Source: an optimization exercise on an open RTL-to-GDS flow (aim: small area, a short achievable clock period and few clock cycles per item). Production flows keep margins and buffers that such runs may drop.
RTL that was checked went through simulation tests only; none was proved equivalent to the original.
The RTL of run 1 was laid out without a check of its function.
No activity file was given, so power comes from the tool's default toggle rates.

==> flow/design.v <==
package srct_pkg;
    localparam int SLOTS = 8;
    localparam int IDX_W = (SLOTS > 1) ? $clog2(SLOTS) : 1;
    localparam logic KIND_CHECK   = 1'b0;
    localparam logic KIND_RESTORE = 1'b1;
endpackage
module session_replay_counter_table (
    input  logic        i_clk,
    input  logic        i_rst_n,
    input  logic        i_in_valid,
    output logic        o_in_ready,
    input  logic        i_in_kind,
    input  logic [31:0] i_in_sess,
    input  logic [31:0] i_in_counter,
    output logic        o_out_valid,
    input  logic        i_out_ready,
    output logic        o_out_accepted
);
    localparam int SLOTS = srct_pkg::SLOTS;
    localparam int NB    = 4;   
    logic [SLOTS-1:0] r_valid;
    logic [31:0]      r_sess [SLOTS];
    logic [31:0]      r_ctr  [SLOTS];
    logic             r_v2;       
    logic [SLOTS-1:0] r_sel2;     
    logic             r_any2;     
    logic             r_force2;   
    logic [31:0]      r_c2;       
    logic             r_v3;
    logic [SLOTS-1:0] r_sel3;
    logic             r_any3;
    logic             r_force3;
    logic [31:0]      r_c3;
    logic [NB-1:0]    r_gb3;      
    logic [NB-1:0]    r_eb3;      
    logic [NB-1:0]    r_gf3;      
    logic [NB-1:0]    r_ef3;      
    logic             r_same3;    
    logic             r_wr4;      
    logic [2:0]       r_qcnt;
    logic [3:0]       r_qacc;
    logic             r_ovalid;   
    logic             r_ready;
    logic [2:0]       r_occ;      
    logic [SLOTS-1:0] w_hit;
    logic [SLOTS-1:0] w_first_free;
    logic [SLOTS-1:0] w_sel;
    logic             w_any_hit;
    logic             w_seen_free;
    logic             w_cnz;
    logic             w_take;
    logic             w_alloc;
    logic [31:0]      w_hctr;
    logic [NB-1:0]    w_gb;
    logic [NB-1:0]    w_eb;
    logic [NB-1:0]    w_gf;
    logic [NB-1:0]    w_ef;
    logic [NB-1:0]    w_g3;
    logic [NB-1:0]    w_e3;
    logic             w_gt;
    logic             w_wr3;
    logic             w_acc3;
    logic             w_pop;
    assign w_take = i_in_valid && r_ready;
    assign w_cnz  = (i_in_counter != 32'd0);
    always_comb begin
        w_seen_free = 1'b0;
        for (int i = 0; i < SLOTS; i++) begin
            w_hit[i]        = r_valid[i] && (r_sess[i] == i_in_sess);
            w_first_free[i] = !r_valid[i] && !w_seen_free;
            w_seen_free     = w_seen_free || !r_valid[i];
        end
        w_any_hit = |w_hit;
        w_alloc   = w_cnz && !w_any_hit && w_seen_free;
        w_sel     = w_any_hit ? w_hit : (w_first_free & {SLOTS{w_alloc}});
    end
    function automatic logic [1:0] cmp8(input logic [7:0] a, input logic [7:0] b);
        logic [7:0] g;
        logic [7:0] l;
        g = a & ~b;
        l = ~a & b;
        for (int w = 1; w < 8; w = w * 2) begin
            for (int k = 0; k < 8; k = k + 2 * w) begin
                g[k] = g[k + w] | (~l[k + w] & g[k]);
                l[k] = l[k + w] | (~g[k + w] & l[k]);
            end
        end
        cmp8 = {g[0], !(g[0] || l[0])};
    endfunction
    always_comb begin
        w_hctr = '0;
        for (int i = 0; i < SLOTS; i++)
            if (r_sel2[i]) w_hctr = w_hctr | r_ctr[i];
        for (int b = 0; b < NB; b++) begin
            {w_gb[b], w_eb[b]} = cmp8(r_c2[8*b +: 8], w_hctr[8*b +: 8]);
            {w_gf[b], w_ef[b]} = cmp8(r_c2[8*b +: 8], r_c3[8*b +: 8]);
        end
    end
    always_comb begin
        if (r_same3 && r_wr4) begin
            w_g3 = r_gf3;
            w_e3 = r_ef3;
        end else begin
            w_g3 = r_gb3;
            w_e3 = r_eb3;
        end
        w_gt = w_g3[3] ||
               (w_e3[3] && (w_g3[2] ||
                            (w_e3[2] && (w_g3[1] ||
                                         (w_e3[1] && w_g3[0])))));
        w_wr3  = r_force3 || w_gt;
        w_acc3 = r_any3 && w_wr3;
    end
    always_ff @(posedge i_clk) begin
        for (int i = 0; i < SLOTS; i++) begin
            if (w_first_free[i])           r_sess[i] <= i_in_sess;
            if (r_sel3[i] && w_wr3)        r_ctr[i]  <= r_c3;
        end
        r_c2     <= i_in_counter;
        r_force2 <= w_alloc || (i_in_kind && w_cnz);
        r_c3     <= r_c2;
        r_force3 <= r_force2;
        r_gb3    <= w_gb;
        r_eb3    <= w_eb;
        r_gf3    <= w_gf;
        r_ef3    <= w_ef;
        r_same3  <= |(r_sel2 & r_sel3);
        r_wr4    <= w_wr3;
    end
    logic [3:0] n_qacc;
    logic [2:0] n_qcnt;
    always_comb begin
        n_qacc = r_qacc;
        n_qcnt = r_qcnt;
        if (w_pop) begin
            n_qacc = {1'b0, r_qacc[3:1]};
            n_qcnt = n_qcnt - 3'd1;
        end
        if (r_v3) begin
            n_qacc[n_qcnt[1:0]] = w_acc3;
            n_qcnt              = n_qcnt + 3'd1;
        end
    end
    assign w_pop = r_ovalid && i_out_ready;
    always_ff @(posedge i_clk) begin
        if (!i_rst_n) begin
            r_valid  <= '0;
            r_v2     <= 1'b0;
            r_sel2   <= '0;
            r_any2   <= 1'b0;
            r_v3     <= 1'b0;
            r_sel3   <= '0;
            r_any3   <= 1'b0;
            r_qcnt   <= 3'd0;
            r_ovalid <= 1'b0;
            r_ready  <= 1'b1;
            r_occ    <= 3'd0;
        end else begin
            r_valid  <= r_valid | (w_first_free & {SLOTS{w_take && w_alloc}});
            r_v2     <= w_take;
            r_sel2   <= w_sel & {SLOTS{w_take}};
            r_any2   <= w_take && (w_any_hit || w_alloc);
            r_v3     <= r_v2;
            r_sel3   <= r_sel2;
            r_any3   <= r_any2;
            r_qcnt   <= n_qcnt;
            r_ovalid <= (n_qcnt != 3'd0);
            if (w_take && !w_pop) begin
                r_occ   <= r_occ + 3'd1;
                r_ready <= (r_occ < 3'd3);
            end else if (!w_take && w_pop) begin
                r_occ   <= r_occ - 3'd1;
                r_ready <= 1'b1;
            end else begin
                r_ready <= (r_occ < 3'd4);
            end
        end
        r_qacc <= n_qacc;
    end
    assign o_in_ready     = r_ready;
    assign o_out_valid    = r_ovalid;
    assign o_out_accepted = r_qacc[0];
endmodule
==> flow/run.sh <==
#!/bin/bash
# synth_recipe.tcl (not shown) runs the flow's synth.tcl, then flattens the netlist and writes it again
# the make line also repeats each setting of config.mk as NAME=value (left out here)
make -C /OpenROAD-flow-scripts/flow DESIGN_CONFIG=/design/flow/config.mk WORK_HOME=/design/flow/orfs CLKGATE_MAP_FILE= SYNTH_SCRIPT=/design/flow/synth_recipe.tcl finish
==> flow/config.mk <==
export PLATFORM = sky130hd
export DESIGN_NAME = session_replay_counter_table
export DESIGN_NICKNAME = session_replay_counter_table
export VERILOG_FILES = /design/flow/design.v
export SDC_FILE = /design/flow/constraint.sdc
export NUM_CORES = 4
export LEC_CHECK = 0
export CAP_MARGIN = 20
export CORE_MARGIN = 2
export CORE_UTILIZATION = 60
export CTS_CLUSTER_DIAMETER = 80
export CTS_CLUSTER_SIZE = 20
export SETUP_SLACK_MARGIN = 3.4
export SLEW_MARGIN = 20
==> flow/constraint.sdc <==
create_clock -name core_clock -period 6.0 [get_ports {i_clk}]
set_input_delay 1.2000 -clock core_clock [delete_from_list [all_inputs] [get_ports {i_clk}]]
set_output_delay 1.2000 -clock core_clock [all_outputs]
set_load 0.01 [all_outputs]
==> key figures, run 1 <==
Place
  • Final weighted congestion in routability-driven placement: 0.969
  • Final HPWL DP: 39,800 µm
  • Port bufs: 71

CTS
  • Clk sinks: 634
  • Clock transition at the registers of the reported paths: 0.08 ns
  • Clock tree from TritonCTS: built
  • Insertion delay of the later-clocked pin in the worst-skew pair: 0.58 ns
  • Clock Root Buffer: sky130_fd_sc_hd__clkbuf_16
  • Deepest clock path buffer count: 3
  • CTS buffer count: 38
  • Post-CTS Hold Fix Bufs: 0
  • CTS HTree Levels: 2

Route
  • Routed WL: 64,300 µm
  • Number of vias per cell after detailed routing: 6.24
  • Number of DRC markers after the initial detailed-route iteration: 1,345
  • Average wire per cell in the routed design: 27.4 µm
  • Number of design rule violations left after detail routing: 0
  • Post-route antenna net violation count: 0
  • Via count of the routed design: 14,648
  • Count of TritonRoute iterations in the first routing pass: 5

Global routing
  • Largest net degree at the start of global routing: 36
  • Met2 layer usage reported by global route: 0.518
  • Most used routing layer: met2
  • Number of antenna violations at the first check in global routing: 0
  • Vias in the first global route: 14,612
  • Global-route wire length before repair: 94,800 µm
  • Routing usage on met1: 0.387
  • Total GRT Usage: 0.299
  • Gr ovfl total: 0
  • Met3 Usage GRT: 0.0315

Floorplan
  • Top-level I/O count: 72
  • Die footprint: 43,500 µm²
  • Core region area: 41,000 µm²
  • Die extent in x: 208 µm
  • Initial Utilization: 0.612
  • Row count: 74
  • Floorplan die height: 208 µm

Synthesis
  • Main area contributors after synthesis: sky130_fd_sc_hd__edfxtp_1 61%, sky130_fd_sc_hd__dfxtp_1 9.7%, sky130_fd_sc_hd__xor2_1 5.2%
  • Dominant synthesized flop cell: sky130_fd_sc_hd__edfxtp_1
  • Share of the yosys chip area belonging to registers: 0.710
  • Post-Syn Area per Cell: 15.1 µm²
  • Portion of synthesized cell area occupied by the leading cell type: 0.613
  • EDFF count, synth: 512
  • Dominant cell type by area after synthesis: sky130_fd_sc_hd__edfxtp_1
  • Summed instance area of the synthesized netlist: 25,100 µm²
  • Async S/R FF share, synth: 0
  • Number of flip-flops and latches in the synthesized netlist: 634
  • Synthesized netlist net count: 1,743
  • Count of different cell masters after synthesis: 56
  • Number of instances in the synthesized netlist: 1,666
  • Number of warnings reported in the yosys synthesis log: 3

Timing
  • Max Clock Skew: 0.0226 ns
  • Achievable clock frequency: 357 MHz
  • Number of hold-slack violations in the final timing report: 0
  • Setup repair after global routing missed its margin: true
  • Count of endpoints failing setup in the final report: 0
  • Relative slew slack: 0.558
  • Setup_tns: 0 ns
  • Post-route fraction of the period consumed by the critical path: 0.467
  • Actual slew at the worst max-slew pin: 0.660 ns
  • Clock period minus worst slack: 2.80 ns
  • Number of pins exceeding their max-slew limit in the final report: 0

Final layout
  • Sequential cell area: 17,800 µm²
  • Filler cell count in the final layout: 2,579
  • Layout cell share with drive strength beyond 1: 0.180
  • Most common library cell in the layout ignoring fill and taps: sky130_fd_sc_hd__edfxtp_1
  • Inserted Diodes: 0
  • Final-stage net count: 1,866
  • Layout Area Growth over Synthesis: 18.6%
  • Combined area of the multi-input logic cells: 8140 µm²
  • Most frequent cells in the layout: 512 x sky130_fd_sc_hd__edfxtp_1, 122 x sky130_fd_sc_hd__a22oi_1, 116 x sky130_fd_sc_hd__dfxtp_1

Critical path
  • Crit Path Max Fanout: 6
  • Biggest cell delay along the critical path: 0.60 ns
  • Series of cell instances along the critical path: clkdlybuf4s50_1 -> nor4_1 -> nand4_1 -> buf_4 -> nor2_1 -> a31oi_1 -> nand3_2 -> buf_4 -> o21ai_1
  • Critical Path Start Type: input port
  • WS Path Type: input port to flop
  • Most common cell on crit path: sky130_fd_sc_hd__buf_4
  • Crit path capture type: flop
  • Critical path arrival: 3.32 ns
  • Worst EP required: 6.51 ns
  • Highest-delay cell along the critical path: sky130_fd_sc_hd__clkdlybuf4s50_1

Status
  • Run status: complete, no violations

Run
  • Number of maximum-capacitance constraint violations: 0

Min path
  • Type of the most critical hold path: flop to flop

Pwr
  • Leak: 0.00962 µW
  • Design Power: 8690 µW
  • Worst supply voltage drop on vdd: 0.346 mV
  • Power density over cell area: 292 nW/µm²
-- final cells by class --
type | instances | share of cell area
flip-flops and latches | 634 | 0.600
multi-input cells | 915 | 0.274
repair buffers | 151 | 0.0590
clock buffers | 60 | 0.0361
well taps | 532 | 0.0224
inverters | 49 | 0.00618
clock inverters | 6 | 0.00299
-- power breakdown --
| group | total, µW | internal, µW | switching (µW) |
|---|---|---|---|
| Combinational | 940 | 402 | 538 |
| Clock | 2740 | 1330 | 1410 |
| Sequential | 5010 | 4900 | 114 |
| Total | 8690 | 6630 | 2060 |
-- worst paths after layout --
| check | from | to | slack [ns] | cells past startpoint |
|---|---|---|---|---|
| min reg2reg | r_force2 | r_force3 | 0.36 | 0 |
| max | i_in_counter[4] | r_valid[4] | 3.20 | 9 |
| max reg2reg | r_sel2[1] | r_gb3[0] | 3.43 | 9 |
| min | r_force2 | r_force3 | 0.36 | 0 |
-- routing by layer --
layer	up-vias	wire length, µm
li1	6577	-
met1	7449	25900
met2	508	32900
met3	114	3080
met4	0	2530
met5	-	0
-- registers in the layout, indices dropped and copies added, names as in the netlist --
register / cells
r_c3: 32
r_force3: 1
r_gb3: 4
r_v2: 1
r_sess: 256
r_wr4: 1
r_force2: 1
r_gf3: 4
r_same3: 1
r_ctr: 256
r_qcnt: 3
r_ready: 1
r_sel2: 8
r_ef3: 3
r_occ: 3
r_sel3: 8
r_qacc: 4
r_any3: 1
r_c2: 32
r_any2: 1
r_eb3: 3
r_valid: 8
r_ovalid: 1
r_v3: 1
-- critical path: cells and delay by family --
kind / cells / cell delay, ns
AND/OR/NAND/NOR: 4 / 0.50
AO/OA/AOI/OAI: 2 / 0.63
buffers and inverters: 3 / 0.97
-- cells in the mapped netlist, types with 17 or more instances --
| master | n |
|---|---|
| sky130_fd_sc_hd__dfxtp_1 | 122 |
| sky130_fd_sc_hd__buf_2 | 45 |
| sky130_fd_sc_hd__maj3_1 | 47 |
| sky130_fd_sc_hd__and2_1 | 22 |
| sky130_fd_sc_hd__nand2_1 | 47 |
| sky130_fd_sc_hd__xor2_1 | 150 |
| sky130_fd_sc_hd__and4_1 | 22 |
| sky130_fd_sc_hd__a21oi_1 | 17 |
| sky130_fd_sc_hd__edfxtp_1 | 512 |
| sky130_fd_sc_hd__nor2_1 | 26 |
| sky130_fd_sc_hd__inv_1 | 49 |
| sky130_fd_sc_hd__a22oi_1 | 122 |
| sky130_fd_sc_hd__nand4_1 | 64 |
| sky130_fd_sc_hd__xnor2_1 | 124 |
| sky130_fd_sc_hd__o21ai_0 | 21 |
| sky130_fd_sc_hd__nand3_1 | 22 |
| sky130_fd_sc_hd__nor4_1 | 85 |
-- per-stage QoR --
step                      worst slack, ns   util  cells  cell area (µm²)  hold slack, ns
after floorplan                      2.97      -   1666            25500           0.310
after global placement               1.44  0.648   2233            26600           0.346
after detailed placement             1.41  0.648   2233            26600           0.351
after CTS                            3.24  0.716   2336            29400           0.361
after global routing                 3.15  0.725   2347            29700           0.370
final                                3.20  0.725   2347            29700           0.358
-- what timing repair did --
action	CTS	global route
setup endpoints to repair	281	204
buffers inserted	30	10
resized for setup	396	53
cloned	7	0
pin swaps	42	24
-- kinds of logic after synthesis --
family          Yosys count  synth area share
xor+xnor                274            0.0957
mux                       2          0.000798
simple gates            356            0.0842
flops                   634             0.710
compound gates          221            0.0634
fa+ha+maj                61            0.0257
buf+inv                 118            0.0199
==> run 2, diff against run 1 <==
--- a/flow/design.v
+++ b/flow/design.v
@@ -23,2 +23,6 @@
     logic [31:0]      r_ctr  [SLOTS];
+    logic             r_v1;
+    logic             r_kind1;
+    logic [31:0]      r_sess1;
+    logic [31:0]      r_c1;
     logic             r_v2;       
@@ -40,3 +44,3 @@
     logic [2:0]       r_qcnt;
-    logic [3:0]       r_qacc;
+    logic [4:0]       r_qacc;
     logic             r_ovalid;   
@@ -64,3 +68,3 @@
     assign w_take = i_in_valid && r_ready;
-    assign w_cnz  = (i_in_counter != 32'd0);
+    assign w_cnz  = (r_c1 != 32'd0);
     always_comb begin
@@ -68,3 +72,3 @@
         for (int i = 0; i < SLOTS; i++) begin
-            w_hit[i]        = r_valid[i] && (r_sess[i] == i_in_sess);
+            w_hit[i]        = r_valid[i] && (r_sess[i] == r_sess1);
             w_first_free[i] = !r_valid[i] && !w_seen_free;
@@ -115,7 +119,10 @@
         for (int i = 0; i < SLOTS; i++) begin
-            if (w_first_free[i])           r_sess[i] <= i_in_sess;
+            if (w_first_free[i])           r_sess[i] <= r_sess1;
             if (r_sel3[i] && w_wr3)        r_ctr[i]  <= r_c3;
         end
-        r_c2     <= i_in_counter;
-        r_force2 <= w_alloc || (i_in_kind && w_cnz);
+        r_kind1  <= i_in_kind;
+        r_sess1  <= i_in_sess;
+        r_c1     <= i_in_counter;
+        r_c2     <= r_c1;
+        r_force2 <= w_alloc || (r_kind1 && w_cnz);
         r_c3     <= r_c2;
@@ -129,3 +136,3 @@
     end
-    logic [3:0] n_qacc;
+    logic [4:0] n_qacc;
     logic [2:0] n_qcnt;
@@ -135,3 +142,3 @@
         if (w_pop) begin
-            n_qacc = {1'b0, r_qacc[3:1]};
+            n_qacc = {1'b0, r_qacc[4:1]};
             n_qcnt = n_qcnt - 3'd1;
@@ -139,3 +146,3 @@
         if (r_v3) begin
-            n_qacc[n_qcnt[1:0]] = w_acc3;
+            n_qacc[n_qcnt] = w_acc3;
             n_qcnt              = n_qcnt + 3'd1;
@@ -147,2 +154,3 @@
             r_valid  <= '0;
+            r_v1     <= 1'b0;
             r_v2     <= 1'b0;
@@ -158,6 +166,7 @@
         end else begin
-            r_valid  <= r_valid | (w_first_free & {SLOTS{w_take && w_alloc}});
-            r_v2     <= w_take;
-            r_sel2   <= w_sel & {SLOTS{w_take}};
-            r_any2   <= w_take && (w_any_hit || w_alloc);
+            r_valid  <= r_valid | (w_first_free & {SLOTS{r_v1 && w_alloc}});
+            r_v1     <= w_take;
+            r_v2     <= r_v1;
+            r_sel2   <= w_sel & {SLOTS{r_v1}};
+            r_any2   <= r_v1 && (w_any_hit || w_alloc);
             r_v3     <= r_v2;
@@ -169,3 +178,3 @@
                 r_occ   <= r_occ + 3'd1;
-                r_ready <= (r_occ < 3'd3);
+                r_ready <= (r_occ < 3'd4);
             end else if (!w_take && w_pop) begin
@@ -174,3 +183,3 @@
             end else begin
-                r_ready <= (r_occ < 3'd4);
+                r_ready <= (r_occ < 3'd5);
             end
--- a/flow/config.mk
+++ b/flow/config.mk
@@ -9,3 +9,3 @@
 export CORE_MARGIN = 2
-export CORE_UTILIZATION = 60
+export CORE_UTILIZATION = 70
 export CTS_CLUSTER_DIAMETER = 80
==> key figures, run 2 <==
Synthesis
  • Share of the yosys chip area belonging to registers: 0.743 (was 0.710)
  • Synthesized netlist net count: 1,716 (was 1,743)
  • Post-Syn Area per Cell: 15.7 µm² (was 15.1 µm²)
  • Main area contributors after synthesis: sky130_fd_sc_hd__edfxtp_1 60%, sky130_fd_sc_hd__dfxtp_1 15%, sky130_fd_sc_hd__xnor2_1 5.7% (was sky130_fd_sc_hd__edfxtp_1 61%, sky130_fd_sc_hd__dfxtp_1 9.7%, sky130_fd_sc_hd__xor2_1 5.2%)
  • Dominant synthesized flop cell: sky130_fd_sc_hd__edfxtp_1 (unchanged)
  • EDFF count, synth: 512 (unchanged)
  • Post-synth top cells: 512 x sky130_fd_sc_hd__edfxtp_1, 189 x sky130_fd_sc_hd__dfxtp_1, 168 x sky130_fd_sc_hd__xnor2_1 (was 512 x sky130_fd_sc_hd__edfxtp_1, 150 x sky130_fd_sc_hd__xor2_1, 124 x sky130_fd_sc_hd__xnor2_1)
  • Count of different cell masters after synthesis: 49 (was 56)
  • Number of warnings reported in the yosys synthesis log: 3 (unchanged)
  • Number of instances in the synthesized netlist: 1,639 (was 1,666)
  • Dominant cell type by area after synthesis: sky130_fd_sc_hd__edfxtp_1 (unchanged)
  • Summed instance area of the synthesized netlist: 25,800 µm² (was 25,100 µm²)
  • Portion of synthesized cell area occupied by the leading cell type: 0.596 (was 0.613)
  • Async S/R FF share, synth: 0 (unchanged)
  • Number of flip-flops and latches in the synthesized netlist: 701 (was 634)
  • Cell with the most instances after synthesis: sky130_fd_sc_hd__edfxtp_1 (unchanged)

CTS
  • Clock tree from TritonCTS: built (unchanged)
  • CTS HTree Levels: 2 (unchanged)
  • Insertion delay of the later-clocked pin in the worst-skew pair: 0.56 ns (was 0.58 ns)
  • Clock Root Buffer: sky130_fd_sc_hd__clkbuf_16 (unchanged)
  • Clk sinks: 701 (was 634)
  • Deepest clock path buffer count: 3 (unchanged)
  • CTS buffer count: 41 (was 38)
  • Clock transition at the registers of the reported paths: 0.08 ns (about the same)
  • Post-CTS Hold Fix Bufs: 0 (unchanged)

Final layout
  • Biggest regs: r_ctr: 256 flops, r_sess: 256 flops (unchanged)
  • Filler cell count in the final layout: 2,094 (was 2,579)
  • Most common library cell in the layout ignoring fill and taps: sky130_fd_sc_hd__edfxtp_1 (unchanged)
  • Final standard cell area without fillers: 28,700 µm² (was 29,700 µm²)
  • Final core utilization: 0.788 (was 0.725)
  • Inserted Diodes: 0 (unchanged)
  • Layout cell share with drive strength beyond 1: 0.0892 (was 0.180)
  • Final-stage net count: 1,796 (was 1,866)
  • Layout Area Growth over Synthesis: 11.3% (was 18.6%)
  • Combined area of the multi-input logic cells: 6430 µm² (was 8140 µm²)
  • Sequential cell area: 19,200 µm² (was 17,800 µm²)
  • Most frequent cells in the layout: 512 x sky130_fd_sc_hd__edfxtp_1, 166 x sky130_fd_sc_hd__xnor2_1, 164 x sky130_fd_sc_hd__dfxtp_1 (was 512 x sky130_fd_sc_hd__edfxtp_1, 122 x sky130_fd_sc_hd__a22oi_1, 116 x sky130_fd_sc_hd__dfxtp_1)

Timing
  • Number of hold-slack violations in the final timing report: 0 (unchanged)
  • Setup_tns: 0 ns (unchanged)
  • Count of endpoints failing setup in the final report: 0 (unchanged)
  • Relative slew slack: 0.270 (was 0.558)
  • Hold Worst Slack: 0.332 ns (was 0.358 ns)
  • Clock period minus worst slack: 2.64 ns (was 2.80 ns)
  • Setup repair after global routing missed its margin: true (unchanged)
  • Number of pins exceeding their max-slew limit in the final report: 0 (unchanged)
  • Post-route fraction of the period consumed by the critical path: 0.441 (was 0.467)
  • Slack of the critical path: 3.36 ns (was 3.20 ns)
  • Actual slew at the worst max-slew pin: 1.09 ns (was 0.660 ns)
  • Achievable clock frequency: 378 MHz (was 357 MHz)
  • Max Clock Skew: 0.0180 ns (was 0.0226 ns)

Floorplan
  • Die extent in x: 196 µm (was 208 µm)
  • Die footprint: 38,400 µm² (was 43,500 µm²)
  • Row count: 70 (was 74)
  • Floorplan die height: 196 µm (was 208 µm)
  • Core region area: 36,400 µm² (was 41,000 µm²)
  • Initial Utilization: 0.708 (was 0.612)
  • Top-level I/O count: 72 (unchanged)

Global routing
  • Total GRT Usage: 0.286 (was 0.299)
  • Vias in the first global route: 13,728 (was 14,612)
  • Largest net degree at the start of global routing: 35 (was 36)
  • Gr ovfl total: 0 (unchanged)
  • Global-route wire length before repair: 81,600 µm (was 94,800 µm)
  • Number of antenna violations at the first check in global routing: 0 (unchanged)

Route
  • Count of TritonRoute iterations in the first routing pass: 5 (unchanged)
  • Number of design rule violations left after detail routing: 0 (unchanged)
  • Number of vias per cell after detailed routing: 6.20 (was 6.24)
  • Post-route antenna net violation count: 0 (unchanged)
  • Average wire per cell in the routed design: 24.4 µm (was 27.4 µm)
  • Via count of the routed design: 13,745 (was 14,648)
  • Number of DRC markers after the initial detailed-route iteration: 885 (was 1,345)
  • Routed WL: 54,100 µm (was 64,300 µm)

Place
  • DP Area: 27,100 µm² (was 26,600 µm²)
  • Final HPWL DP: 31,300 µm (was 39,800 µm)
  • Post-Place Worst Slack: 2.35 ns (was 1.41 ns)
  • Port bufs: 71 (unchanged)
  • Final weighted congestion in routability-driven placement: 0.811 (was 0.969)

Min path
  • Type of the most critical hold path: flop to flop (unchanged)

Critical path
  • Worst EP required: 6.46 ns (was 6.51 ns)
  • Crit path capture type: flop (unchanged)
  • Crit Path Max Fanout: 2 (was 6)
  • Critical path arrival: 3.11 ns (was 3.32 ns)
  • Critical Path Start Type: flop (was input port)
  • WS Path Type: flop to flop (was input port to flop)

Run
  • Number of maximum-capacitance constraint violations: 0 (unchanged)

Pwr
  • Worst supply voltage drop on vdd: 0.312 mV (was 0.346 mV)
  • Leak: 0.00931 µW (was 0.00962 µW)
  • Power density over cell area: 309 nW/µm² (was 292 nW/µm²)

Status
  • Run status: complete, no violations (unchanged)
[run 2: cell count changes in the layout (fill, tap and decap cells not counted), moves of 14 or more]
cell	delta
sky130_fd_sc_hd__dfxtp_1	+48
sky130_fd_sc_hd__nor4_1	-34
sky130_fd_sc_hd__buf_12	-15
sky130_fd_sc_hd__xor2_4	-18
sky130_fd_sc_hd__clkdlybuf4s50_1	+31
sky130_fd_sc_hd__xnor2_1	+60
sky130_fd_sc_hd__dfxtp_4	+14
sky130_fd_sc_hd__buf_4	-34
sky130_fd_sc_hd__xor2_2	-39
sky130_fd_sc_hd__xor2_1	+14
[run 2: repair_timing]
action,CTS,global route
setup endpoints to repair,91,181
resized for setup,73,19
cloned,0,0
setup buffers,9,3
pin swaps,12,4
[run 2: cell families (layout without fill, tap and decap cells)]
logic type	Yosys count	count (layout)	synth area share
xor+xnor	275	275	0.0934
simple gates	275	275	0.0618
fa+ha+maj	62	62	0.0255
compound gates	209	209	0.0579
flops	701	701	0.743
buf+inv	112	222	0.0163
mux	5	5	0.00194
[run 2: power by group]
group,internal (µW),switching (µW)
registers,5320,144
logic,315,318
clock network,1310,1470
total,6940,1930
[run 2: per-layer routing]
metal,vias up,global-route usage,share of wire
li1,6288,-,-
met1,6936,0.376,0.40
met2,428,0.506,0.52
met3,93,0.0364,0.053
met4,0,0.0873,0.026
met5,-,0,0
[run 2: cell type report]
class,instances,area share
Sequential cell,701,0.670
Inverter,41,0.00536
Clock buffer,71,0.0397
Timing Repair Buffer,108,0.0396
Clock inverter,2,0.000828
Tap cell,468,0.0204
Multi-Input combinational cell,826,0.224
[run 2: metrics by stage]
step                total power [µW]  cells
finish                          8870   2217
global route                    9140   2217
CTS                             8900   2211
detailed placement              6150   2129
global placement                6130   2129
floorplan                       5930   1639
[run 2: path summary, 6_finish.rpt]
path               to  slack [ns]  depth (start not counted)      from
min          r_force3        0.33                          0  r_force2
max          r_gf3[0]        3.36                          8   r_c2[0]
max reg2reg  r_gf3[0]        3.36                          8   r_c2[0]
min reg2reg  r_force3        0.33                          0  r_force2
[run 2: worst max-delay path, cell delays in order, from the launching register on]
cell	delay (ns)
sky130_fd_sc_hd__dfxtp_2	0.33
sky130_fd_sc_hd__nor2b_4	0.12
sky130_fd_sc_hd__maj3_2	0.29
sky130_fd_sc_hd__maj3_2	0.30
sky130_fd_sc_hd__maj3_2	0.29
sky130_fd_sc_hd__maj3_2	0.30
sky130_fd_sc_hd__maj3_2	0.31
sky130_fd_sc_hd__maj3_2	0.30
sky130_fd_sc_hd__maj3_2	0.29
Testbench counts of run 2, summed over its fixed seeds: cycles 3,232, items 3,200.
==> run 3, diff against run 2 <==
--- a/flow/config.mk
+++ b/flow/config.mk
@@ -12,3 +12,3 @@
 export CTS_CLUSTER_SIZE = 20
-export SETUP_SLACK_MARGIN = 3.4
+export SETUP_SLACK_MARGIN = 3.6
 export SLEW_MARGIN = 20
==> key figures, run 3 <==
CTS
  • Clock tree from TritonCTS: built (unchanged)
  • Deepest clock path buffer count: 3 (unchanged)
  • Clk sinks: 701 (unchanged)
  • Clock Root Buffer: sky130_fd_sc_hd__clkbuf_16 (unchanged)
  • CTS HTree Levels: 2 (unchanged)
  • CTS buffer count: 41 (unchanged)
  • Insertion delay of the later-clocked pin in the worst-skew pair: 0.58 ns (was 0.56 ns)
  • Clock transition at the registers of the reported paths: 0.08 ns (about the same)

Synthesis
  • Number of instances in the synthesized netlist: 1,639 (unchanged)
  • Cell with the most instances after synthesis: sky130_fd_sc_hd__edfxtp_1 (unchanged)
  • Post-synth top cells: 512 x sky130_fd_sc_hd__edfxtp_1, 189 x sky130_fd_sc_hd__dfxtp_1, 168 x sky130_fd_sc_hd__xnor2_1 (unchanged)
  • Share of the yosys chip area belonging to registers: 0.743 (unchanged)
  • Synthesized netlist net count: 1,716 (unchanged)
  • Count of different cell masters after synthesis: 49 (unchanged)
  • Summed instance area of the synthesized netlist: 25,800 µm² (unchanged)
  • Async S/R FF share, synth: 0 (unchanged)
  • Dominant synthesized flop cell: sky130_fd_sc_hd__edfxtp_1 (unchanged)
  • Number of flip-flops and latches in the synthesized netlist: 701 (unchanged)
  • Number of warnings reported in the yosys synthesis log: 3 (unchanged)
  • Dominant cell type by area after synthesis: sky130_fd_sc_hd__edfxtp_1 (unchanged)
  • EDFF count, synth: 512 (unchanged)
  • Post-Syn Area per Cell: 15.7 µm² (unchanged)
  • Main area contributors after synthesis: sky130_fd_sc_hd__edfxtp_1 60%, sky130_fd_sc_hd__dfxtp_1 15%, sky130_fd_sc_hd__xnor2_1 5.7% (unchanged)
  • Portion of synthesized cell area occupied by the leading cell type: 0.596 (unchanged)

Global routing
  • Met2 layer usage reported by global route: 0.510 (was 0.506)
  • Routing usage on met1: 0.382 (was 0.376)
  • Most used routing layer: met2 (unchanged)
  • Met3 Usage GRT: 0.0383 (was 0.0364)
  • Number of antenna violations at the first check in global routing: 0 (unchanged)
  • Global-route wire length before repair: 83,200 µm (was 81,600 µm)
  • Largest net degree at the start of global routing: 35 (unchanged)
  • Gr ovfl total: 0 (unchanged)
  • Vias in the first global route: 13,902 (was 13,728)
  • Total GRT Usage: 0.295 (was 0.286)

Critical path
  • Crit path capture type: flop (unchanged)
  • Most common cell on crit path: sky130_fd_sc_hd__maj3_2 (unchanged)
  • Critical path arrival: 3.16 ns (was 3.11 ns)
  • Critical Path Start Type: flop (unchanged)
  • Worst EP required: 6.47 ns (was 6.46 ns)
  • Series of cell instances along the critical path: nor2b_4 -> maj3_2 -> maj3_2 -> maj3_2 -> maj3_2 -> maj3_2 -> maj3_2 -> maj3_2 (unchanged)
  • WS Path Type: flop to flop (unchanged)
  • Crit Path Max Fanout: 2 (unchanged)
  • Biggest cell delay along the critical path: 0.33 ns (about the same)
  • Highest-delay cell along the critical path: sky130_fd_sc_hd__dfxtp_2 (unchanged)

Pwr
  • Relative contribution of the clock network to total power: 0.317 (was 0.313)
  • Sw Pwr: 1980 µW (was 1930 µW)
  • Internal power: 7020 µW (was 6940 µW)
  • Power density over cell area: 306 nW/µm² (was 309 nW/µm²)
  • Sw Ratio: 0.220 (was 0.217)
  • Worst supply voltage drop on vdd: 0.318 mV (was 0.312 mV)
  • Proportion of power drawn by combinational gates: 0.077 (was 0.071)
  • Power share of the sequential group: 0.606 (was 0.616)
  • Leak: 0.00965 µW (was 0.00931 µW)

Timing
  • Number of pins exceeding their max-slew limit in the final report: 0 (unchanged)
  • Achievable clock frequency: 372 MHz (was 378 MHz)
  • Max Clock Skew: 0.0253 ns (was 0.0180 ns)
  • Clock period minus worst slack: 2.69 ns (was 2.64 ns)
  • Count of endpoints failing setup in the final report: 0 (unchanged)
  • Hold Worst Slack: 0.333 ns (was 0.332 ns)
  • Actual slew at the worst max-slew pin: 1.07 ns (was 1.09 ns)
  • Setup repair after global routing missed its margin: true (unchanged)
  • Relative slew slack: 0.285 (was 0.270)
  • Post-route fraction of the period consumed by the critical path: 0.448 (was 0.441)
  • Number of hold-slack violations in the final timing report: 0 (unchanged)
  • Setup_tns: 0 ns (unchanged)

Place
  • Final weighted congestion in routability-driven placement: 0.812 (was 0.811)
  • Total placed cells including tap cells: 2,132 (was 2,129)
  • Final HPWL DP: 31,800 µm (was 31,300 µm)
  • Port bufs: 71 (unchanged)

Status
  • Run status: complete, no violations (unchanged)

Route
  • Average wire per cell in the routed design: 25.1 µm (was 24.4 µm)
  • Count of TritonRoute iterations in the first routing pass: 7 (was 5)
  • Number of design rule violations left after detail routing: 0 (unchanged)
  • Post-route antenna net violation count: 0 (unchanged)
  • Number of DRC markers after the initial detailed-route iteration: 1,237 (was 885)
  • Routed WL: 57,200 µm (was 54,100 µm)
  • Number of vias per cell after detailed routing: 6.21 (was 6.20)
  • Via count of the routed design: 14,121 (was 13,745)

Final layout
  • Inserted Diodes: 0 (unchanged)
  • Most common library cell in the layout ignoring fill and taps: sky130_fd_sc_hd__edfxtp_1 (unchanged)
  • Combined area of the multi-input logic cells: 6600 µm² (was 6430 µm²)
  • Layout Area Growth over Synthesis: 14.0% (was 11.3%)
  • Sequential cell area: 19,300 µm² (was 19,200 µm²)
  • Final-stage net count: 1,851 (was 1,796)
  • Biggest regs: r_ctr: 256 flops, r_sess: 256 flops (unchanged)
  • Final standard cell count with taps included and fillers excluded: 2,274 (was 2,217)
  • Most frequent cells in the layout: 512 x sky130_fd_sc_hd__edfxtp_1, 166 x sky130_fd_sc_hd__xnor2_1, 160 x sky130_fd_sc_hd__dfxtp_1 (was 512 x sky130_fd_sc_hd__edfxtp_1, 166 x sky130_fd_sc_hd__xnor2_1, 164 x sky130_fd_sc_hd__dfxtp_1)
  • Filler cell count in the final layout: 1,982 (was 2,094)
  • Layout cell share with drive strength beyond 1: 0.132 (was 0.0892)

Floorplan
  • Die footprint: 38,400 µm² (unchanged)
  • Row count: 70 (unchanged)
  • Initial Utilization: 0.708 (unchanged)
  • Core region area: 36,400 µm² (unchanged)
  • Top-level I/O count: 72 (unchanged)
  • Die extent in x: 196 µm (unchanged)
  • Floorplan die height: 196 µm (unchanged)

Run
  • Number of maximum-capacitance constraint violations: 0 (unchanged)

Min path
  • Type of the most critical hold path: flop to flop (unchanged)
## run 3: layout make-up
type	instances	area share
sequential	701	0.655
clock buffer	73	0.0404
tap	468	0.0199
multi-input combinational	830	0.224
timing repair buffer	159	0.0539
inverter	41	0.00536
clock inverter	2	0.000979
## run 3: metal layers
layer | vias to the layer above | part of all wire
met5 | - | 0
met4 | 0 | 0.038
met3 | 108 | 0.058
met2 | 502 | 0.51
met1 | 7102 | 0.39
li1 | 6409 | -
## run 3: critical path: cells and delay by family, from the launching register on
kind	cells	cell delay (ns)
adders and majority gates	7	2.14
DFF	1	0.33
and+or+nand+nor	1	0.12
## run 3: path summary, 6_finish.rpt
kind | start | to | slack, ns | cells past startpoint
max | r_c2[0] | r_gf3[0] | 3.31 | 8
min | r_force2 | r_force3 | 0.33 | 0
max reg2reg | r_c2[0] | r_gf3[0] | 3.31 | 8
min reg2reg | r_force2 | r_force3 | 0.33 | 0
## run 3: through the flow
stage | util | total power, µW | cell area (µm²) | setup slack (ns)
3_3_place_gp | 0.745 | 6140 | 27100 | 2.55
5_1_grt | 0.807 | 9270 | 29400 | 3.28
6_report | 0.807 | 9000 | 29400 | 3.31
2_1_floorplan | - | 5950 | 25900 | 3.39
4_1_cts | 0.790 | 8980 | 28800 | 3.31
3_5_place_dp | 0.745 | 6160 | 27100 | 2.36
## run 3: kinds of logic after synthesis
logic type | Yosys count | share of synthesized area
flip-flops | 701 | 0.743
adder cells (fa/ha/maj) | 62 | 0.0255
AND/OR/NAND/NOR | 275 | 0.0618
AO/OA/AOI/OAI | 209 | 0.0579
multiplexers | 5 | 0.00194
buffers and inverters | 112 | 0.0163
XOR/XNOR | 275 | 0.0934
## run 3: power by group through the flow
stage | Clock [µW] | Combinational [µW] | Sequential (µW)
floorplan | 0 | 423 | 5520
global placement | 0 | 559 | 5580
detailed placement | 0 | 575 | 5590
CTS | 2890 | 636 | 5460
global route | 3040 | 750 | 5470
finish | 2850 | 691 | 5460
## run 3: repair_timing
action	CTS	global route
pin swaps	17	13
resized for setup	103	55
cloned	2	3
setup endpoints to repair	277	119
buffers inserted	21	38
hold buffers	0	0
==> run 4, diff against run 3 <==
--- a/flow/config.mk
+++ b/flow/config.mk
@@ -9,6 +9,6 @@
 export CORE_MARGIN = 2
-export CORE_UTILIZATION = 70
+export CORE_UTILIZATION = 80
 export CTS_CLUSTER_DIAMETER = 80
 export CTS_CLUSTER_SIZE = 20
-export SETUP_SLACK_MARGIN = 3.6
+export SETUP_SLACK_MARGIN = 3.4
 export SLEW_MARGIN = 20
==> key figures, run 4 <==
Pwr
  • Design Power: 9100 µW (was 9000 µW)
  • Power density over cell area: 317 nW/µm² (was 306 nW/µm²)
  • Leak: 0.00932 µW (was 0.00965 µW)
  • Proportion of power drawn by combinational gates: 0.076 (was 0.077)
  • Sw Ratio: 0.227 (was 0.220)
  • Relative contribution of the clock network to total power: 0.319 (was 0.317)
  • Power share of the sequential group: 0.604 (was 0.606)
  • Internal power: 7030 µW (was 7020 µW)
  • Sw Pwr: 2070 µW (was 1980 µW)
  • Worst supply voltage drop on vdd: 0.307 mV (was 0.318 mV)

Critical path
  • WS Path Type: flop to flop (unchanged)
  • Setup slack of the worst register-to-register path: 3.15 ns (was 3.31 ns)
  • Worst EP required: 6.41 ns (was 6.47 ns)
  • Critical path arrival: 3.26 ns (was 3.16 ns)
  • Biggest cell delay along the critical path: 0.41 ns (was 0.33 ns)
  • Top Family by Delay on Critical Path: adder cells (unchanged)
  • Series of cell instances along the critical path: buf_8 -> a222oi_1 -> and4_2 -> maj3_1 -> maj3_1 -> a211o_1 -> o2111ai_1 -> nand3_1 (was nor2b_4 -> maj3_2 -> maj3_2 -> maj3_2 -> maj3_2 -> maj3_2 -> maj3_2 -> maj3_2)
  • Highest-delay cell along the critical path: sky130_fd_sc_hd__maj3_1 (was sky130_fd_sc_hd__dfxtp_2)
  • Crit Path Max Fanout: 34 (was 2)
  • Total buffers and inverters traversed by the critical path: 1 (was 0)
  • Critical Path Start Type: flop (unchanged)
  • Most common cell on crit path: sky130_fd_sc_hd__maj3_1 (was sky130_fd_sc_hd__maj3_2)
  • Crit path capture type: flop (unchanged)

Synthesis
  • Dominant cell type by area after synthesis: sky130_fd_sc_hd__edfxtp_1 (unchanged)
  • Async S/R FF share, synth: 0 (unchanged)
  • Share of the yosys chip area belonging to registers: 0.743 (unchanged)
  • Post-Syn Area per Cell: 15.7 µm² (unchanged)
  • Number of flip-flops and latches in the synthesized netlist: 701 (unchanged)
  • Number of warnings reported in the yosys synthesis log: 3 (unchanged)
  • Main area contributors after synthesis: sky130_fd_sc_hd__edfxtp_1 60%, sky130_fd_sc_hd__dfxtp_1 15%, sky130_fd_sc_hd__xnor2_1 5.7% (unchanged)
  • Portion of synthesized cell area occupied by the leading cell type: 0.596 (unchanged)
  • Summed instance area of the synthesized netlist: 25,800 µm² (unchanged)
  • Count of different cell masters after synthesis: 49 (unchanged)
  • Synthesized netlist net count: 1,716 (unchanged)
  • EDFF count, synth: 512 (unchanged)
  • Post-synth top cells: 512 x sky130_fd_sc_hd__edfxtp_1, 189 x sky130_fd_sc_hd__dfxtp_1, 168 x sky130_fd_sc_hd__xnor2_1 (unchanged)
  • Number of instances in the synthesized netlist: 1,639 (unchanged)
  • Cell with the most instances after synthesis: sky130_fd_sc_hd__edfxtp_1 (unchanged)
  • Dominant synthesized flop cell: sky130_fd_sc_hd__edfxtp_1 (unchanged)

Timing
  • Setup_tns: 0 ns (unchanged)
  • Actual slew at the worst max-slew pin: 1.16 ns (was 1.07 ns)
  • Count of endpoints failing setup in the final report: 0 (unchanged)
  • Max Clock Skew: 0.0335 ns (was 0.0253 ns)
  • Number of hold-slack violations in the final timing report: 0 (unchanged)
  • Post-route fraction of the period consumed by the critical path: 0.474 (was 0.448)
  • Achievable clock frequency: 351 MHz (was 372 MHz)
  • Setup repair after global routing missed its margin: true (unchanged)
  • Clock period minus worst slack: 2.85 ns (was 2.69 ns)
  • Relative slew slack: 0.224 (was 0.285)
  • Number of pins exceeding their max-slew limit in the final report: 0 (unchanged)

Place
  • Port bufs: 71 (unchanged)
  • Final weighted congestion in routability-driven placement: 0.827 (was 0.812)
  • Final HPWL DP: 32,400 µm (was 31,800 µm)
  • DP Area: 27,000 µm² (was 27,100 µm²)

Global routing
  • Largest net degree at the start of global routing: 38 (was 35)
  • Total GRT Usage: 0.370 (was 0.295)
  • Number of antenna violations at the first check in global routing: 3 (was 0)
  • Vias in the first global route: 15,298 (was 13,902)
  • Global-route wire length before repair: 91,400 µm (was 83,200 µm)
  • Gr ovfl total: 0 (unchanged)

CTS
  • Clock tree from TritonCTS: built (unchanged)
  • Post-CTS Hold Fix Bufs: 0 (unchanged)
  • CTS buffer count: 41 (unchanged)
  • Clock Root Buffer: sky130_fd_sc_hd__clkbuf_16 (unchanged)
  • Deepest clock path buffer count: 3 (unchanged)
  • Clk sinks: 701 (unchanged)
  • Insertion delay of the later-clocked pin in the worst-skew pair: 0.58 ns (about the same)
  • Clock transition at the registers of the reported paths: 0.09 ns (was 0.08 ns)
  • CTS HTree Levels: 2 (unchanged)

Floorplan
  • Top-level I/O count: 72 (unchanged)
  • Row count: 65 (was 70)
  • Die extent in x: 184 µm (was 196 µm)
  • Die footprint: 33,700 µm² (was 38,400 µm²)
  • Core region area: 31,600 µm² (was 36,400 µm²)
  • Initial Utilization: 0.815 (was 0.708)
  • Floorplan die height: 184 µm (was 196 µm)

Route
  • Via count of the routed design: 15,320 (was 14,121)
  • Count of TritonRoute iterations in the first routing pass: 8 (was 7)
  • Number of DRC markers after the initial detailed-route iteration: 2,542 (was 1,237)
  • Post-route antenna net violation count: 0 (unchanged)
  • Average wire per cell in the routed design: 29.9 µm (was 25.1 µm)
  • Number of vias per cell after detailed routing: 7.12 (was 6.21)
  • Routed WL: 64,500 µm (was 57,200 µm)
  • Number of design rule violations left after detail routing: 0 (unchanged)

Final layout
  • Biggest regs: r_ctr: 256 flops, r_sess: 256 flops (unchanged)
  • Final-stage net count: 1,795 (was 1,851)
  • Most frequent cells in the layout: 512 x sky130_fd_sc_hd__edfxtp_1, 166 x sky130_fd_sc_hd__xnor2_1, 159 x sky130_fd_sc_hd__dfxtp_1 (was 512 x sky130_fd_sc_hd__edfxtp_1, 166 x sky130_fd_sc_hd__xnor2_1, 160 x sky130_fd_sc_hd__dfxtp_1)
  • Layout Area Growth over Synthesis: 11.2% (was 14.0%)
  • Layout cell share with drive strength beyond 1: 0.0937 (was 0.132)
  • Inserted Diodes: 0 (unchanged)
  • Most common library cell in the layout ignoring fill and taps: sky130_fd_sc_hd__edfxtp_1 (unchanged)
  • Final standard cell area without fillers: 28,700 µm² (was 29,400 µm²)

Run
  • Number of maximum-capacitance constraint violations: 0 (unchanged)

Min path
  • Type of the most critical hold path: flop to flop (unchanged)

Status
  • Run status: complete, no violations (unchanged)
==> run 4: cell count changes in the layout (fill, tap and decap cells not counted), sizes merged <==
cell and change:
inv +1, nor2 -3, dlygate4sd2 +2, clkinvlp -1, nand2 -1, buf -54
clkbuf -1, dlymetal6s2s +2
==> run 4: path summary, 6_finish.rpt <==
check / from / endpoint / depth (start not counted)
max reg2reg: r_sel2[3] / r_gb3[0] / 8
max: r_sel2[3] / r_gb3[0] / 8
min: r_c1[15] / r_c2[15] / 0
min reg2reg: r_c1[15] / r_c2[15] / 0
==> run 4: timing repair <==
item | 4_1_cts | 5_1_grt
setup endpoints to repair | 126 | 155
buffers inserted | 7 | 8
pin swaps | 11 | 6
gates cloned | 0 | 2
gates resized for setup | 70 | 47
==> run 4: layer usage <==
layer | track usage | share of wire | vias up
met4 | 0.141 | 0.045 | 6
met5 | 0 | 0.00064 | -
li1 | - | - | 6287
met3 | 0.0679 | 0.12 | 254
met1 | 0.523 | 0.36 | 7473
met2 | 0.588 | 0.47 | 1300
==> run 4: cell families (layout without fill, tap and decap cells) <==
logic type / count (synthesis) / count (layout) / synth area share
buf+inv: 112 / 224 / 0.0163
flops: 701 / 701 / 0.743
fa+ha+maj: 62 / 62 / 0.0255
xor+xnor: 275 / 275 / 0.0934
mux: 5 / 5 / 0.00194
compound gates: 209 / 209 / 0.0579
simple gates: 275 / 275 / 0.0618
==> run 4: final cells by class <==
type	instances	area (µm²)
clock inverter	2	28.8
tap	402	503
inverter	41	156
sequential	701	19200
fill	1113	2950
clock buffer	74	1190
timing repair buffer	107	1120
multi-input combinational	826	6450
==> run 4: power by group through the flow <==
stage / Clock, µW / Combinational (µW) / Sequential [µW]
finish: 2910 / 693 / 5500
global placement: 0 / 534 / 5580
detailed placement: 0 / 562 / 5590
CTS: 2850 / 622 / 5490
global route: 3040 / 741 / 5510
floorplan: 0 / 412 / 5520
==> run 4: worst register-to-register path, cell delays in order, from the launching register on <==
cell	delay (ns)
sky130_fd_sc_hd__dfxtp_1	0.36
sky130_fd_sc_hd__buf_8	0.31
sky130_fd_sc_hd__a222oi_1	0.29
sky130_fd_sc_hd__and4_2	0.33
sky130_fd_sc_hd__maj3_1	0.39
sky130_fd_sc_hd__maj3_1	0.41
sky130_fd_sc_hd__a211o_1	0.27
sky130_fd_sc_hd__o2111ai_1	0.17
sky130_fd_sc_hd__nand3_1	0.17
==> run 4: through the flow <==
stage	util	cells	setup slack, ns	hold slack (ns)
4_1_cts	0.898	2143	3.34	0.353
5_1_grt	0.907	2153	3.18	0.354
2_1_floorplan	-	1639	3.37	0.310
3_5_place_dp	0.853	2060	2.43	0.335
6_report	0.907	2153	3.15	0.360
3_3_place_gp	0.853	2060	2.59	0.336
==> run 5, diff against run 4 <==
--- a/flow/config.mk
+++ b/flow/config.mk
@@ -9,3 +9,3 @@
 export CORE_MARGIN = 2
-export CORE_UTILIZATION = 80
+export CORE_UTILIZATION = 60
 export CTS_CLUSTER_DIAMETER = 80
==> key figures, run 5 <==
Status
  • Run status: complete, no violations (unchanged)

Global routing
  • Number of antenna violations at the first check in global routing: 0 (was 3)
  • Vias in the first global route: 13,637 (was 15,298)
  • Total GRT Usage: 0.249 (was 0.370)
  • Gr ovfl total: 0 (unchanged)
  • Largest net degree at the start of global routing: 38 (unchanged)
  • Global-route wire length before repair: 82,300 µm (was 91,400 µm)

Synthesis
  • Async S/R FF share, synth: 0 (unchanged)
  • Count of different cell masters after synthesis: 49 (unchanged)
  • Dominant synthesized flop cell: sky130_fd_sc_hd__edfxtp_1 (unchanged)
  • Basic-gate share of the synthesized area counting and, or, nand and nor cells: 0.0618 (unchanged)
  • Post-Syn Area per Cell: 15.7 µm² (unchanged)
  • Post-synth top cells: 512 x sky130_fd_sc_hd__edfxtp_1, 189 x sky130_fd_sc_hd__dfxtp_1, 168 x sky130_fd_sc_hd__xnor2_1 (unchanged)
  • Portion of synthesized cell area occupied by the leading cell type: 0.596 (unchanged)
  • Main area contributors after synthesis: sky130_fd_sc_hd__edfxtp_1 60%, sky130_fd_sc_hd__dfxtp_1 15%, sky130_fd_sc_hd__xnor2_1 5.7% (unchanged)
  • EDFF count, synth: 512 (unchanged)
  • Summed instance area of the synthesized netlist: 25,800 µm² (unchanged)
  • Area fraction in compound gates after synthesis: 0.0579 (unchanged)
  • Number of instances in the synthesized netlist: 1,639 (unchanged)
  • Number of warnings reported in the yosys synthesis log: 3 (unchanged)
  • Cell with the most instances after synthesis: sky130_fd_sc_hd__edfxtp_1 (unchanged)
  • Adder-cell area share of the yosys netlist: 0.0255 (unchanged)
  • Xor-xnor portion of the synthesized cell area: 0.0934 (unchanged)
  • Synthesized netlist net count: 1,716 (unchanged)
  • Dominant cell type by area after synthesis: sky130_fd_sc_hd__edfxtp_1 (unchanged)
  • Main combinational cell family by area after synthesis: XOR/XNOR gates (unchanged)
  • Multiplexer share of the synthesized area: 0.00194 (unchanged)
  • Share of the yosys chip area belonging to registers: 0.743 (unchanged)
  • Number of flip-flops and latches in the synthesized netlist: 701 (unchanged)

Place
  • DP Area: 27,200 µm² (was 27,000 µm²)
  • Final HPWL DP: 32,000 µm (was 32,400 µm)
  • Final weighted congestion in routability-driven placement: 0.795 (was 0.827)
  • Port bufs: 71 (unchanged)

Final layout
  • Most frequent cells in the layout: 512 x sky130_fd_sc_hd__edfxtp_1, 167 x sky130_fd_sc_hd__xnor2_1, 164 x sky130_fd_sc_hd__dfxtp_1 (was 512 x sky130_fd_sc_hd__edfxtp_1, 166 x sky130_fd_sc_hd__xnor2_1, 159 x sky130_fd_sc_hd__dfxtp_1)
  • Most common library cell in the layout ignoring fill and taps: sky130_fd_sc_hd__edfxtp_1 (unchanged)
  • Layout cell share with drive strength beyond 1: 0.0988 (was 0.0937)
  • Inserted Diodes: 0 (unchanged)
  • Layout Area Growth over Synthesis: 12.1% (was 11.2%)
  • Final core utilization: 0.686 (was 0.907)
  • Biggest regs: r_ctr: 256 flops, r_sess: 256 flops (unchanged)
  • Final standard cell area without fillers: 28,900 µm² (was 28,700 µm²)
  • Final-stage net count: 1,805 (was 1,795)

Floorplan
  • Top-level I/O count: 72 (unchanged)
  • Die footprint: 44,600 µm² (was 33,700 µm²)
  • Die extent in x: 211 µm (was 184 µm)
  • Core region area: 42,100 µm² (was 31,600 µm²)
  • Row count: 75 (was 65)
  • Initial Utilization: 0.612 (was 0.815)
  • Floorplan die height: 211 µm (was 184 µm)

Route
  • Number of design rule violations left after detail routing: 0 (unchanged)
  • Number of vias per cell after detailed routing: 5.90 (was 7.12)
  • Via count of the routed design: 13,568 (was 15,320)
  • Routed WL: 54,400 µm (was 64,500 µm)
  • Average wire per cell in the routed design: 23.7 µm (was 29.9 µm)
  • Post-route antenna net violation count: 0 (unchanged)
  • Count of TritonRoute iterations in the first routing pass: 5 (was 8)
  • Number of DRC markers after the initial detailed-route iteration: 1,110 (was 2,542)

Critical path
  • Critical path arrival: 3.15 ns (was 3.26 ns)
  • WS Path Type: flop to flop (unchanged)
  • Crit Path Max Fanout: 2 (was 34)
  • Critical Path Start Type: flop (unchanged)
  • Startpoint of the lowest-slack register-to-register path: r_c2[0] (was r_sel2[3])
  • Most common cell on crit path: sky130_fd_sc_hd__maj3_2 (was sky130_fd_sc_hd__maj3_1)
  • Worst EP required: 6.49 ns (was 6.41 ns)
  • Crit path capture type: flop (unchanged)
  • Top Family by Delay on Critical Path: adder cells (unchanged)
  • Setup slack of the worst register-to-register path: 3.34 ns (was 3.15 ns)
  • Worst r2r dst: r_gf3[0] (was r_gb3[0])
  • Crit. path cell count: 8 (unchanged)
  • Number of cell instances on the worst register-to-register path: 8 (unchanged)
  • Highest-delay cell along the critical path: sky130_fd_sc_hd__dfxtp_2 (was sky130_fd_sc_hd__maj3_1)
  • Series of cell instances along the critical path: nor2b_4 -> maj3_2 -> maj3_2 -> maj3_2 -> maj3_2 -> maj3_2 -> maj3_2 -> maj3_2 (was buf_8 -> a222oi_1 -> and4_2 -> maj3_1 -> maj3_1 -> a211o_1 -> o2111ai_1 -> nand3_1)
  • Total buffers and inverters traversed by the critical path: 0 (was 1)
  • Biggest cell delay along the critical path: 0.33 ns (was 0.41 ns)

Pwr
  • Power share of the sequential group: 0.613 (was 0.604)
  • Power density over cell area: 308 nW/µm² (was 317 nW/µm²)
  • Sw Ratio: 0.220 (was 0.227)
  • Worst supply voltage drop on vdd: 0.310 mV (was 0.307 mV)
  • Proportion of power drawn by combinational gates: 0.069 (was 0.076)
  • Relative contribution of the clock network to total power: 0.318 (was 0.319)
  • Internal power: 6940 µW (was 7030 µW)
  • Sw Pwr: 1960 µW (was 2070 µW)
  • Design Power: 8910 µW (was 9100 µW)
  • Leak: 0.00937 µW (was 0.00932 µW)

Timing
  • Number of hold-slack violations in the final timing report: 0 (unchanged)
  • Achievable clock frequency: 375 MHz (was 351 MHz)
  • Hold Worst Slack: 0.342 ns (was 0.360 ns)
  • Clock period minus worst slack: 2.66 ns (was 2.85 ns)
  • Relative slew slack: 0.259 (was 0.224)
  • Post-route fraction of the period consumed by the critical path: 0.444 (was 0.474)
  • Max Clock Skew: 0.0265 ns (was 0.0335 ns)
  • Number of pins exceeding their max-slew limit in the final report: 0 (unchanged)
  • Setup repair after global routing missed its margin: true (unchanged)
  • Actual slew at the worst max-slew pin: 1.11 ns (was 1.16 ns)
  • Count of endpoints failing setup in the final report: 0 (unchanged)
  • Setup_tns: 0 ns (unchanged)

CTS
  • Insertion delay of the later-clocked pin in the worst-skew pair: 0.59 ns (was 0.58 ns)
  • Clock transition at the registers of the reported paths: 0.08 ns (was 0.09 ns)
  • Clock tree from TritonCTS: built (unchanged)
  • CTS HTree Levels: 2 (unchanged)
  • Post-CTS Hold Fix Bufs: 0 (unchanged)
  • Deepest clock path buffer count: 3 (unchanged)
  • Clk sinks: 701 (unchanged)
  • Clock Root Buffer: sky130_fd_sc_hd__clkbuf_16 (unchanged)
  • CTS buffer count: 41 (unchanged)

Min path
  • Worst hold path stage count: 0 (unchanged)
  • Worst hold path startpoint: r_force2 (was r_c1[15])
  • Worst Hold Endpoint: r_force3 (was r_c2[15])
  • Type of the most critical hold path: flop to flop (unchanged)

Run
  • Number of maximum-capacitance constraint violations: 0 (unchanged)
[run 5: cell counts after synthesis]
No cell type changed its count.
[run 5: cells by family after synthesis]
logic type / count (synthesis)
compound gates: 209
xor+xnor: 275
fa+ha+maj: 62
buf+inv: 112
flops: 701
mux: 5
simple gates: 275
[run 5: worst max path at each step]
stage	startpoint	end	slack (ns)
finish	r_c2[0]	r_gf3[0]	3.34
global route	r_c2[0]	r_gf3[0]	3.29
global placement	i_out_ready	r_qacc[0]	2.64
CTS	r_c2[0]	r_gf3[0]	3.32
detailed placement	i_out_ready	r_qacc[0]	2.60
floorplan	i_out_ready	r_qacc[0]	3.37
[run 5: cell type report]
cell class / count / area [µm²]
Sequential cell: 701 / 19200
Fill cell: 2864 / 13200
Multi-Input combinational cell: 826 / 6480
Timing Repair Buffer: 117 / 1150
Clock buffer: 72 / 1140
Tap cell: 539 / 674
Inverter: 41 / 154
Clock inverter: 4 / 61.3
[run 5: stage by stage]
stage	cells	setup slack, ns
after CTS	2289	3.32
final	2300	3.34
after detailed placement	2209	2.60
after floorplan	1639	3.37
after global routing	2300	3.29
after global placement	2209	2.64
[run 5: power by group through the flow]
stage | Sequential [µW] | Clock, µW | Combinational (µW)
6_report | 5460 | 2830 | 611
5_1_grt | 5480 | 3090 | 675
4_1_cts | 5470 | 2900 | 600
3_5_place_dp | 5580 | 0 | 577
3_3_place_gp | 5570 | 0 | 569
2_1_floorplan | 5520 | 0 | 412
[run 5: routing by layer]
layer	up-vias	global-route usage	part of all wire
li1	6308	-	-
met1	6879	0.330	0.42
met2	318	0.431	0.51
met3	63	0.0317	0.045
met4	0	0.0831	0.026
met5	-	0	0
[run 5: timing repair]
item | in CTS | in global routing
hold endpoints to repair | 0 | 0
setup endpoints to repair | 59 | 147
buffers inserted | 4 | 8
pin swaps | 7 | 5
gates resized for setup | 55 | 38
[run 5: worst reg2reg max path, cell delays in order (launching register included)]
cell	delay [ns]
sky130_fd_sc_hd__dfxtp_2	0.33
sky130_fd_sc_hd__nor2b_4	0.12
sky130_fd_sc_hd__maj3_2	0.30
sky130_fd_sc_hd__maj3_2	0.31
sky130_fd_sc_hd__maj3_2	0.30
sky130_fd_sc_hd__maj3_2	0.29
sky130_fd_sc_hd__maj3_2	0.31
sky130_fd_sc_hd__maj3_2	0.32
sky130_fd_sc_hd__maj3_2	0.30
==> run 6, diff against run 5 <==
--- a/flow/config.mk
+++ b/flow/config.mk
@@ -9,6 +9,6 @@
 export CORE_MARGIN = 2
-export CORE_UTILIZATION = 60
+export CORE_UTILIZATION = 70
 export CTS_CLUSTER_DIAMETER = 80
 export CTS_CLUSTER_SIZE = 20
-export SETUP_SLACK_MARGIN = 3.4
+export SETUP_SLACK_MARGIN = 3.5
 export SLEW_MARGIN = 20
==> key figures, run 6 <==
Route
  • Number of DRC markers after the initial detailed-route iteration: 1,013 (was 1,110)
  • Count of TritonRoute iterations in the first routing pass: 5 (unchanged)
  • Via count of the routed design: 13,905 (was 13,568)
  • Post-route antenna net violation count: 0 (unchanged)
  • Average wire per cell in the routed design: 24.6 µm (was 23.7 µm)
  • Number of design rule violations left after detail routing: 0 (unchanged)
  • Routed WL: 55,400 µm (was 54,400 µm)

Timing
  • Setup_tns: 0 ns (unchanged)
  • Clock period minus worst slack: 2.64 ns (was 2.66 ns)
  • Post-route fraction of the period consumed by the critical path: 0.441 (was 0.444)
  • Max Clock Skew: 0.0203 ns (was 0.0265 ns)
  • Number of pins exceeding their max-slew limit in the final report: 0 (unchanged)
  • Number of hold-slack violations in the final timing report: 0 (unchanged)
  • Achievable clock frequency: 378 MHz (was 375 MHz)

CTS
  • Deepest clock path buffer count: 3 (unchanged)
  • CTS HTree Levels: 2 (unchanged)
  • CTS buffer count: 41 (unchanged)
  • Clock Root Buffer: sky130_fd_sc_hd__clkbuf_16 (unchanged)
  • Post-CTS Hold Fix Bufs: 0 (unchanged)
  • Clk sinks: 701 (unchanged)
  • Clock tree from TritonCTS: built (unchanged)
  • Clock transition at the registers of the reported paths: 0.09 ns (was 0.08 ns)

Place
  • Port bufs: 71 (unchanged)
  • Final HPWL DP: 32,200 µm (was 32,000 µm)
  • Total placed cells including tap cells: 2,133 (was 2,209)
  • Final weighted congestion in routability-driven placement: 0.840 (was 0.795)
  • DP Area: 27,100 µm² (was 27,200 µm²)

Pwr
  • Leak: 0.00951 µW (was 0.00937 µW)
  • Worst supply voltage drop on vdd: 0.361 mV (was 0.310 mV)
  • Power density over cell area: 308 nW/µm² (about the same)

Global routing
  • Largest net degree at the start of global routing: 35 (was 38)
  • Vias in the first global route: 13,829 (was 13,637)
  • Total GRT Usage: 0.287 (was 0.249)
  • Gr ovfl total: 0 (unchanged)
  • Number of antenna violations at the first check in global routing: 0 (unchanged)
  • Global-route wire length before repair: 81,800 µm (was 82,300 µm)

Floorplan
  • Core region area: 36,400 µm² (was 42,100 µm²)
  • Floorplan die height: 196 µm (was 211 µm)
  • Row count: 70 (was 75)

Critical path
  • Worst EP required: 6.47 ns (was 6.49 ns)
  • Startpoint of the lowest-slack register-to-register path: r_c2[0] (unchanged)
  • Crit path capture type: flop (unchanged)
  • Critical path arrival: 3.11 ns (was 3.15 ns)
  • Crit Path Max Fanout: 2 (unchanged)
  • Number of cell instances on the worst register-to-register path: 8 (unchanged)
  • Setup slack of the worst register-to-register path: 3.36 ns (was 3.34 ns)

Status
  • Run status: complete, no violations (unchanged)

Synthesis
  • EDFF count, synth: 512 (unchanged)
  • Synthesized netlist net count: 1,716 (unchanged)
  • Share of the yosys chip area belonging to registers: 0.743 (unchanged)
  • Cell with the most instances after synthesis: sky130_fd_sc_hd__edfxtp_1 (unchanged)
  • Main area contributors after synthesis: sky130_fd_sc_hd__edfxtp_1 60%, sky130_fd_sc_hd__dfxtp_1 15%, sky130_fd_sc_hd__xnor2_1 5.7% (unchanged)
  • Post-Syn Area per Cell: 15.7 µm² (unchanged)
  • Number of warnings reported in the yosys synthesis log: 3 (unchanged)
  • Post-synth top cells: 512 x sky130_fd_sc_hd__edfxtp_1, 189 x sky130_fd_sc_hd__dfxtp_1, 168 x sky130_fd_sc_hd__xnor2_1 (unchanged)
  • Portion of synthesized cell area occupied by the leading cell type: 0.596 (unchanged)
  • Number of instances in the synthesized netlist: 1,639 (unchanged)
  • Dominant synthesized flop cell: sky130_fd_sc_hd__edfxtp_1 (unchanged)
  • Dominant cell type by area after synthesis: sky130_fd_sc_hd__edfxtp_1 (unchanged)

Final layout
  • Sequential cell area: 19,300 µm² (was 19,200 µm²)
  • Biggest regs: r_ctr: 256 flops, r_sess: 256 flops (unchanged)
  • Final-stage net count: 1,826 (was 1,805)
  • Final core utilization: 0.797 (was 0.686)
  • Layout Area Growth over Synthesis: 12.7% (was 12.1%)
  • Layout cell share with drive strength beyond 1: 0.113 (was 0.0988)
  • Final standard cell area without fillers: 29,100 µm² (was 28,900 µm²)
  • Filler cell count in the final layout: 2,046 (was 2,864)
  • Most common library cell in the layout ignoring fill and taps: sky130_fd_sc_hd__edfxtp_1 (unchanged)
  • Inserted Diodes: 0 (unchanged)

Min path
  • Worst Hold Endpoint: r_force3 (unchanged)
  • Worst hold path startpoint: r_force2 (unchanged)
==> run 6: cell count changes in the layout (fill, tap and decap cells not counted), moves of 3 or more <==
cell                      change
sky130_fd_sc_hd__buf_4       +13
sky130_fd_sc_hd__dfxtp_4      +8
sky130_fd_sc_hd__buf_6        +4
sky130_fd_sc_hd__dfxtp_1      -4
sky130_fd_sc_hd__dfxtp_2      -4
sky130_fd_sc_hd__nor4_2       -4
sky130_fd_sc_hd__buf_12       +3
sky130_fd_sc_hd__nor2_4       +3
==> run 6: worst max path at each step <==
stage / from / end / slack [ns] / cells after the start
global route: r_c2[0] / r_gf3[0] / 3.30 / 8
finish: r_c2[0] / r_gf3[0] / 3.36 / 8
global placement: i_rst_n / r_sel2[1] / 2.55 / 5
detailed placement: i_rst_n / r_sel2[6] / 2.41 / 5
CTS: r_c2[0] / r_gf3[0] / 3.36 / 8
floorplan: i_out_ready / r_qacc[0] / 3.39 / 8
==> run 6: timing repair <==
item,CTS,global route
pin swaps,4,6
setup endpoints to repair,290,119
gates resized for setup,77,49
buffers inserted,3,34
cloned,0,2
==> run 6: cells by family (layout without fill, tap and decap cells) <==
family / after synthesis / after routing / share of synthesized area
compound gates: 209 / 209 / 0.0579
xor+xnor: 275 / 275 / 0.0934
fa+ha+maj: 62 / 62 / 0.0255
buf+inv: 112 / 253 / 0.0163
flops: 701 / 701 / 0.743
mux: 5 / 5 / 0.00194
simple gates: 275 / 277 / 0.0618
==> run 6: power breakdown <==
group | internal, µW | leakage [µW] | switching, µW | total, µW
registers | 5320 | 0.00624 | 143 | 5470
logic | 311 | 0.00268 | 321 | 633
clock network | 1360 | 0.000585 | 1490 | 2860
==> run 6: worst max-delay path, cell delays in order (launching register included) <==
cell and delay, ns:
sky130_fd_sc_hd__dfxtp_2 0.33, sky130_fd_sc_hd__nor2b_4 0.12, sky130_fd_sc_hd__maj3_2 0.30, sky130_fd_sc_hd__maj3_2 0.29, sky130_fd_sc_hd__maj3_2 0.30, sky130_fd_sc_hd__maj3_2 0.30, sky130_fd_sc_hd__maj3_2 0.30, sky130_fd_sc_hd__maj3_2 0.30
sky130_fd_sc_hd__maj3_2 0.30
==> run 6: final cells by class <==
cell class | instances | share of cell area
clock buffer | 73 | 0.0409
clock inverter | 3 | 0.00112
inverter | 41 | 0.00543
multi-input combinational | 828 | 0.225
sequential | 701 | 0.663
tap | 468 | 0.0202
timing repair buffer | 136 | 0.0450
==> run 6: per-layer routing <==
layer / share of wire / track usage / vias up
li1: - / - / 6349
met1: 0.40 / 0.373 / 7044
met2: 0.52 / 0.511 / 424
met3: 0.048 / 0.0303 / 88
met4: 0.033 / 0.102 / 0
met5: 0 / 0 / -
==> run 6: metrics by stage <==
stage	setup slack (ns)	hold slack [ns]
after floorplan	3.39	0.310
after global placement	2.55	0.313
after detailed placement	2.41	0.322
after CTS	3.36	0.344
after global routing	3.30	0.351
final	3.36	0.348

-- afterwards: timing with drivers on the ports --
Ports are ideal in the flow. The routed layouts listed here were re-timed in OpenROAD.
Step 1 assumes that a clkbuf_16 drives the clock port and a buf_2 every other input.
Step 2 adds t to the input delays and takes it off the output delays; t is the mean of the earliest and latest rising clock arrival at the registers after step 1. Input paths then give back, and output paths get back, about the clock's delay inside the block.
Three values: ideal ports, drivers, drivers and shift; two values: the first two.
run	shift t [ns]	slack for setup (ns)	hold WS [ns]	worst setup path after step 2
run 1	0.633	3.196 / 3.218 / 2.585	0.358 / 0.358 / 0.358	input to register
run 2	0.617	3.355 / 3.355 / 2.902	0.332 / 0.332 / 0.332	input to register
run 3	0.630	3.309 / 3.309 / 3.079	0.333 / 0.333 / 0.333	input to register
run 4	0.609	3.154 / 3.154 / 2.926	0.360 / 0.360 / 0.360	input to register
run 5	0.632	3.335 / 3.335 / 2.917	0.342 / 0.342 / 0.342	input to register
run 6	0.631	3.355 / 3.355 / 3.000	0.348 / 0.348 / 0.348	input to register
After both steps setup and hold are still met in every run listed. For run 1, which loses most, drivers alone change the setup slack by +0.022 ns; drivers and shift together by -0.611 ns.
